From an optimization exercise on the open Yosys and OpenROAD flow, aimed at small area; shortcuts taken in it are not production practice.
In this exercise RTL edits were held to simulation tests only and were not proved equivalent to the original.
Power and IR drop assume default switching activity.

<file path="run.sh">
#!/bin/bash
# synth_recipe.tcl (not shown) runs the flow's synth.tcl, then flattens the netlist and writes it again
# the make line also repeats each setting of config.mk as NAME=value (left out here)
make -C /OpenROAD-flow-scripts/flow DESIGN_CONFIG=/design/flow/config.mk WORK_HOME=/design/flow/orfs CLKGATE_MAP_FILE= SYNTH_SCRIPT=/design/flow/synth_recipe.tcl finish
</file>
<file path="config.mk">
export PLATFORM = sky130hd
export DESIGN_NAME = conv3x3_window_mac
export DESIGN_NICKNAME = conv3x3_window_mac
export VERILOG_FILES = /design/flow/design.v
export SDC_FILE = /design/flow/constraint.sdc
export NUM_CORES = 4
export LEC_CHECK = 0
export CAP_MARGIN = 20
export CORE_MARGIN = 2
export CORE_UTILIZATION = 40
export SLEW_MARGIN = 20
</file>
<file path="constraint.sdc">
create_clock -name core_clock -period 6.5 [get_ports {clk}]
set_input_delay 1.3000 -clock core_clock [delete_from_list [all_inputs] [get_ports {clk}]]
set_output_delay 1.3000 -clock core_clock [all_outputs]
set_load 0.01 [all_outputs]
</file>
<file path="design.v">
module conv3x3_window_mac #(
  parameter int unsigned FEATURE_MAP_SIZE = 14,
  parameter int unsigned KERNEL_SIZE      = 3,
  parameter int unsigned SHIFT            = 7,
  parameter int unsigned ACC_W            = 22
) (
  input  logic        clk,
  input  logic        rst,
  input  logic        en,
  input  logic        clear,
  input  logic [7:0]  tap1,
  input  logic [7:0]  tap2,
  input  logic [7:0]  tap3,
  input  logic [7:0]  tap4,
  input  logic [7:0]  tap5,
  input  logic [7:0]  tap6,
  input  logic [7:0]  tap7,
  input  logic [7:0]  tap8,
  input  logic [7:0]  tap9,
  input  logic [71:0] weights,
  input  logic [15:0] bias,
  output logic [7:0]  out_data,
  output logic        out_valid,
  output logic [3:0]  out_row,
  output logic [3:0]  out_col,
  output logic        frame_done
);
  localparam int unsigned Edge    = KERNEL_SIZE - 1;
  localparam int unsigned OutLast = FEATURE_MAP_SIZE - KERNEL_SIZE;
  logic [7:0]              tap [9];
  logic [3:0]              row_q, col_q;
  logic                    last_col, last_row, win_ok;
  logic                    v0_q, v1_q, v2_q;
  logic [3:0]              r0_q, c0_q, r1_q, c1_q, r2_q, c2_q;
  logic signed [16:0]      prod_d [9];
  logic signed [16:0]      prod_q [9];
  logic signed [ACC_W-1:0] acc_d, acc_q;
  logic [ACC_W-1:0]        y_d;
  logic [7:0]              data_d;
  logic                    fd_d;
  logic [7:0]              out_data_q;
  logic                    out_valid_q, frame_done_q;
  logic [3:0]              out_row_q, out_col_q;
  assign tap[0] = tap1;
  assign tap[1] = tap2;
  assign tap[2] = tap3;
  assign tap[3] = tap4;
  assign tap[4] = tap5;
  assign tap[5] = tap6;
  assign tap[6] = tap7;
  assign tap[7] = tap8;
  assign tap[8] = tap9;
  assign last_col = (col_q == 4'(FEATURE_MAP_SIZE - 1));
  assign last_row = (row_q == 4'(FEATURE_MAP_SIZE - 1));
  assign win_ok   = en && (row_q >= 4'(Edge)) && (col_q >= 4'(Edge));
  always_comb begin
    for (int k = 0; k < 9; k++) begin
      prod_d[k] = $signed({1'b0, tap[k]}) * $signed(weights[8*k +: 8]);
    end
  end
  always_comb begin
    acc_d = {{(ACC_W-16){bias[15]}}, bias};
    for (int k = 0; k < 9; k++) begin
      acc_d = acc_d + {{(ACC_W-17){prod_q[k][16]}}, prod_q[k]};
    end
  end
  always_comb begin
    y_d    = acc_q >>> SHIFT;
    data_d = acc_q[ACC_W-1] ? 8'd0 : ((|y_d[ACC_W-1:8]) ? 8'hff : y_d[7:0]);
    fd_d   = (r2_q == 4'(OutLast)) && (c2_q == 4'(OutLast));
  end
  always_ff @(posedge clk or posedge rst) begin
    if (rst) begin
      row_q <= '0;
      col_q <= '0;
    end else if (clear) begin
      row_q <= '0;
      col_q <= '0;
    end else if (en) begin
      if (last_col) begin
        col_q <= '0;
        row_q <= last_row ? 4'd0 : row_q + 4'd1;
      end else begin
        col_q <= col_q + 4'd1;
      end
    end
  end
  always_ff @(posedge clk or posedge rst) begin
    if (rst) begin
      v0_q         <= 1'b0;
      v1_q         <= 1'b0;
      v2_q         <= 1'b0;
      out_valid_q  <= 1'b0;
      frame_done_q <= 1'b0;
      {r0_q, c0_q, r1_q, c1_q, r2_q, c2_q} <= '0;
      for (int k = 0; k < 9; k++) prod_q[k] <= '0;
      acc_q        <= '0;
      out_data_q   <= '0;
      out_row_q    <= '0;
      out_col_q    <= '0;
    end else begin
      v0_q         <= win_ok && !clear;
      v1_q         <= v0_q && !clear;
      v2_q         <= v1_q && !clear;
      out_valid_q  <= v2_q && !clear;
      frame_done_q <= v2_q && !clear && fd_d;
      if (win_ok) begin
        r0_q <= row_q - 4'(Edge);
        c0_q <= col_q - 4'(Edge);
      end
      if (v0_q) begin
        for (int k = 0; k < 9; k++) prod_q[k] <= prod_d[k];
        r1_q <= r0_q;
        c1_q <= c0_q;
      end
      if (v1_q) begin
        acc_q <= acc_d;
        r2_q  <= r1_q;
        c2_q  <= c1_q;
      end
      if (v2_q && !clear) begin
        out_data_q <= data_d;
        out_row_q  <= r2_q;
        out_col_q  <= c2_q;
      end
    end
  end
  assign out_data   = out_data_q;
  assign out_valid  = out_valid_q;
  assign out_row    = out_row_q;
  assign out_col    = out_col_q;
  assign frame_done = frame_done_q;
endmodule
</file>
==> impl_summary.log <==
INFO  metric warnings_synthesis = 4
INFO  metric floorplan.io_pins = 182
INFO  metric num_antenna_cells = 0
INFO  metric tritoncts.num_buffers = 25
INFO  metric first_pass_grt_wire_length = around 120000 um
INFO  metric fill_cells = around 7.7k
INFO  metric endpoint_kind = register
INFO  metric vias = 22.2k
INFO  metric grt_setup_unrepaired = false
INFO  metric min_period_over_period = 90.6%
INFO  metric viasPerCell = between 4 and 5
INFO  metric worst_ep_required_time = 6.91 ns
INFO  metric groute.usage.overall = 18.9%
INFO  metric 1st_pass_router_iterations = 5
INFO  metric globalRouteOverflowTotal = 0
INFO  metric route.detailed.drc = 0
INFO  metric cts.root.buffer_cell = sky130_fd_sc_hd__clkbuf_16
INFO  metric fin_skew = 0.0344 ns
INFO  metric post_synth_xor_area_fraction = 2.12%
INFO  metric tritoncts = built
INFO  metric postRouteWirelength = 74100 um
INFO  metric ys_seq_area_share = roughly 17%
INFO  metric cts_setup_buffers = 0
INFO  metric start_kind = input pin
INFO  metric hold_buffers = 0
INFO  metric routedWlPerCell = 16.2 um
INFO  metric clock_tree.buffer_depth = 3
INFO  metric critical_path.max_fanout = 4
INFO  metric grt_pass1_vias = 23.4k
INFO  metric layout-drive-gt1-share = 5.89%
INFO  metric post-synth-top-area-fraction = about 30%
INFO  metric synth.area.top_cells = sky130_fd_sc_hd__fa_1 30%, sky130_fd_sc_hd__dfrtp_1 17%, sky130_fd_sc_hd__ha_1 16%, sky130_fd_sc_hd__inv_1 8.4%, sky130_fd_sc_hd__and2_1 6.0%
INFO  metric achievable-frequency = approximately 170 MHz
INFO  metric worstMarginPinSlew = 1.08 ns
INFO  metric synth_cell_types = 66
INFO  metric timing.setup.critical_path_class = in2reg
INFO  metric synth-simple-area-share = roughly 14%
INFO  metric syn_area_per_cell = 9.65 sq um
INFO  metric max_cap_viol_count = 0
INFO  metric synth_ff_type = sky130_fd_sc_hd__dfrtp_1
INFO  metric synth_fa_ha_area_share = 46.0%
INFO  metric design.core.area = 78900 sq um
INFO  metric postSynthRegisterBits = 221
INFO  metric cts.clk_slew.worst_paths = approximately 0.06 ns
INFO  metric hp-class = reg2reg
INFO  metric postSynth.asyncResetShare = 100%
INFO  metric route.antenna.remaining_nets = 0
INFO  metric power-per-cell-area = 528 nW/um^2
INFO  metric syn_inst = about 3.3k
INFO  metric floorplan.rows = 103
INFO  metric cts-htree-levels = 1
INFO  metric clkLatencyLatePin = 0.55 ns
INFO  metric final_max_slew_viol_count = 0
INFO  metric antenna_violations_before_repair = 0
INFO  metric syn_to_final_growth = 12.7%
INFO  metric tns = 0 ns
INFO  metric initial_utilization = 40.4%
INFO  metric min_period = 5.89 ns
INFO  metric postSynthNetCount = roughly 4.4k
INFO  metric p_leak = 0.0181 uW
INFO  metric outcome = finished clean
INFO  metric dp_hpwl = 62500 um
INFO  metric buffer_ports.inserted = 181
INFO  metric power.ir.vdd_worst = 1.18 mV
INFO  metric clock_sinks = 221
INFO  metric timing.final.setup_violations = 0
INFO  metric worst_ep_arrival_time = approximately 6.3 ns
INFO  metric netlist_area_before_placement = between 30000 and 40000 sq um
INFO  metric dr.first_iter.drc_count = 1026
INFO  metric fin_cells = around 4.6k
INFO  metric die_y = 286 um
INFO  metric largest_net_degree_at_the_start_of_global_routing = 120
INFO  metric finalHoldViolCount = 0
INFO  metric placed_cells = 4523
INFO  metric synth_compound_area_share = 7.57%
INFO  metric synth_enable_flop_cells = 0
INFO  metric globalplace.congestion = 0.860
INFO  metric worst_slew_margin_rel = around 28%
INFO  metric die-width = 286 um
INFO  metric design.final.nets = 4551
INFO  metric multiplexer_share_of_the_synthesized_area = 3.66%
INFO  metric combinational_family_with_the_most_area_after_synthesis = adder cells
INFO  metric post_cts_resized = 0
INFO  metric synth_top_cell_by_area = sky130_fd_sc_hd__fa_1
INFO  metric die_area = 81900 sq um
cells in the mapped netlist (5+ instances only):
| cell type | n |
|---|---|
| sky130_fd_sc_hd__o21a_1 | 20 |
| sky130_fd_sc_hd__nor2_1 | 80 |
| sky130_fd_sc_hd__o211ai_1 | 11 |
| sky130_fd_sc_hd__o21bai_1 | 8 |
| sky130_fd_sc_hd__o21ai_1 | 11 |
| sky130_fd_sc_hd__nor2b_1 | 13 |
| sky130_fd_sc_hd__a31oi_1 | 9 |
| sky130_fd_sc_hd__o31ai_1 | 26 |
| sky130_fd_sc_hd__nand4_1 | 16 |
| sky130_fd_sc_hd__a31o_2 | 7 |
| sky130_fd_sc_hd__clkbuf_1 | 35 |
| sky130_fd_sc_hd__a21boi_0 | 11 |
| sky130_fd_sc_hd__nand3_1 | 34 |
| sky130_fd_sc_hd__a211oi_1 | 8 |
| sky130_fd_sc_hd__mux2_2 | 100 |
| sky130_fd_sc_hd__xor2_1 | 11 |
| sky130_fd_sc_hd__nor3_1 | 38 |
| sky130_fd_sc_hd__or3_1 | 11 |
| sky130_fd_sc_hd__nand2b_1 | 62 |
| sky130_fd_sc_hd__xnor2_1 | 66 |
| sky130_fd_sc_hd__a21oi_1 | 99 |
| sky130_fd_sc_hd__ha_1 | 414 |
| sky130_fd_sc_hd__a21o_1 | 34 |
| sky130_fd_sc_hd__and3_1 | 10 |
| sky130_fd_sc_hd__buf_1 | 9 |
| sky130_fd_sc_hd__o311ai_0 | 9 |
| sky130_fd_sc_hd__fa_1 | 473 |
| sky130_fd_sc_hd__a211o_1 | 5 |
| sky130_fd_sc_hd__or2_2 | 5 |
| sky130_fd_sc_hd__nand2_1 | 291 |
| sky130_fd_sc_hd__o21ai_0 | 76 |
| sky130_fd_sc_hd__inv_1 | 709 |
| sky130_fd_sc_hd__dfrtp_1 | 221 |
| sky130_fd_sc_hd__and2_1 | 305 |
worst paths after layout:
| check | startpoint | endpoint | slack, ns | cells past startpoint |
|---|---|---|---|---|
| setup / recovery | bias[6] | acc_q[19] | 0.61 | 19 |
| hold / removal | out_data_q[6] | out_data_q[6] | 0.49 | 2 |
| setup reg to reg | prod_q[5][2] | acc_q[19] | 1.32 | 16 |
| hold reg to reg | out_data_q[6] | out_data_q[6] | 0.49 | 2 |
| max in group asynchronous | rst | v0_q | 4.44 | 3 |
| min in group asynchronous | rst | prod_q[1][2] | 1.36 | 3 |
layer usage:
metal	share of wire (%)	GRT usage, %	vias to the layer above
li1	-	-	10812
met5	0	0	-
met2	48	32.2	340
met3	3.4	1.73	76
met4	1.8	3.55	0
met1	47	26.4	10987
where the power goes:
group          total, uW  switching (uW)  internal (uW)  leakage [uW]
logic              15700            8700           7040        0.0150
clock network       1390             589            802      0.000389
registers           1830             222           1610       0.00272
total              19000            9510           9440        0.0181
cell usage in the layout, fill, tap and decap left out, types with 62 or more instances in the layout:
cell type,n
sky130_fd_sc_hd__fa_1,473
sky130_fd_sc_hd__nand2_1,291
sky130_fd_sc_hd__inv_1,707
sky130_fd_sc_hd__clkdlybuf4s50_1,181
sky130_fd_sc_hd__dfrtp_1,220
sky130_fd_sc_hd__o21ai_0,76
sky130_fd_sc_hd__and2_1,305
sky130_fd_sc_hd__nand2b_1,62
sky130_fd_sc_hd__mux2_2,100
sky130_fd_sc_hd__xnor2_1,66
sky130_fd_sc_hd__ha_1,414
sky130_fd_sc_hd__nor2_1,80
sky130_fd_sc_hd__a21oi_1,99
logic make-up after synthesis:
family,Yosys count
flip-flops,221
XOR/XNOR,77
AO/OA/AOI/OAI,371
adder cells (fa/ha/maj),887
multiplexers,104
AND/OR/NAND/NOR,886
buffers and inverters,754
area by class of cell:
type	instances	area [sq um]	share of cell area, %
Multi-Input combinational cell	2325	23500	65.4
Inverter	709	2670	7.43
Clock inverter	8	75.1	0.209
Timing Repair Buffer	218	2110	5.89
Clock buffer	35	713	1.99
Tap cell	1050	1310	3.66
Sequential cell	221	5530	15.4
worst max-delay path: stages:
cell and delay [ns]:
sky130_fd_sc_hd__clkdlybuf4s50_1 0.47, sky130_fd_sc_hd__inv_1 0.08, sky130_fd_sc_hd__fa_1 0.54, sky130_fd_sc_hd__inv_1 0.05, sky130_fd_sc_hd__fa_1 0.49, sky130_fd_sc_hd__fa_1 0.43
sky130_fd_sc_hd__fa_1 0.51, sky130_fd_sc_hd__inv_1 0.05, sky130_fd_sc_hd__fa_1 0.47, sky130_fd_sc_hd__inv_1 0.05, sky130_fd_sc_hd__ha_1 0.30, sky130_fd_sc_hd__a21o_1 0.20
sky130_fd_sc_hd__a21oi_2 0.18, sky130_fd_sc_hd__o221ai_2 0.15, sky130_fd_sc_hd__o21ai_1 0.26, sky130_fd_sc_hd__a31oi_2 0.20, sky130_fd_sc_hd__a21boi_2 0.23, sky130_fd_sc_hd__xnor2_1 0.08
sky130_fd_sc_hd__mux2_2 0.26
registers in the layout (all words and copies together) (netlist names):
signal,cells
row_q,4
c2_q,4
v2_q,1
out_row_q,4
acc_q,15
r2_q,4
frame_done_q,1
c0_q,4
r1_q,4
out_data_q,8
v0_q,1
prod_q,153
out_valid_q,1
v1_q,1
r0_q,4
col_q,4
c1_q,4
out_col_q,4
through the flow:
step	worst slack [ns]	instance area (sq um)	hold WS, ns	total power, uW	util [%]
floorplan	0.894	31800	0.452	14000	-
global placement	0.111	35100	0.478	17400	44.5
detailed placement	0.104	35100	0.468	17600	44.5
CTS	0.629	35900	0.492	19100	45.5
global route	0.365	35900	0.517	21600	45.5
finish	0.611	35900	0.487	19000	45.5

## re-timing with driven ports
The flow's constraints put no driver on any port. The routed layout listed below was extracted and timed again, unchanged, in two steps.
Step 1 (the two cells are an assumption about what drives the block):
set clk [get_ports {clk}]
set_driving_cell -lib_cell sky130_fd_sc_hd__clkbuf_16 $clk
set_driving_cell -lib_cell sky130_fd_sc_hd__buf_2 [delete_from_list [all_inputs] $clk]
Step 2, shift: input delay + t, output delay - t, t = (earliest + latest rising clock arrival at the registers) / 2. This alone moves slack from input paths to output paths.
Three values: no drivers, after step 1, after step 2; two values: the first two.
t, ns: 0.586
setup slack, ns: 0.611 / 0.636 / 0.050
worst setup path after step 2: input to register
cell pins on the clock port's net: 1
After both steps setup and hold are still met in this run. For this run, drivers alone change the setup slack by +0.025 ns; drivers and shift together by -0.561 ns.
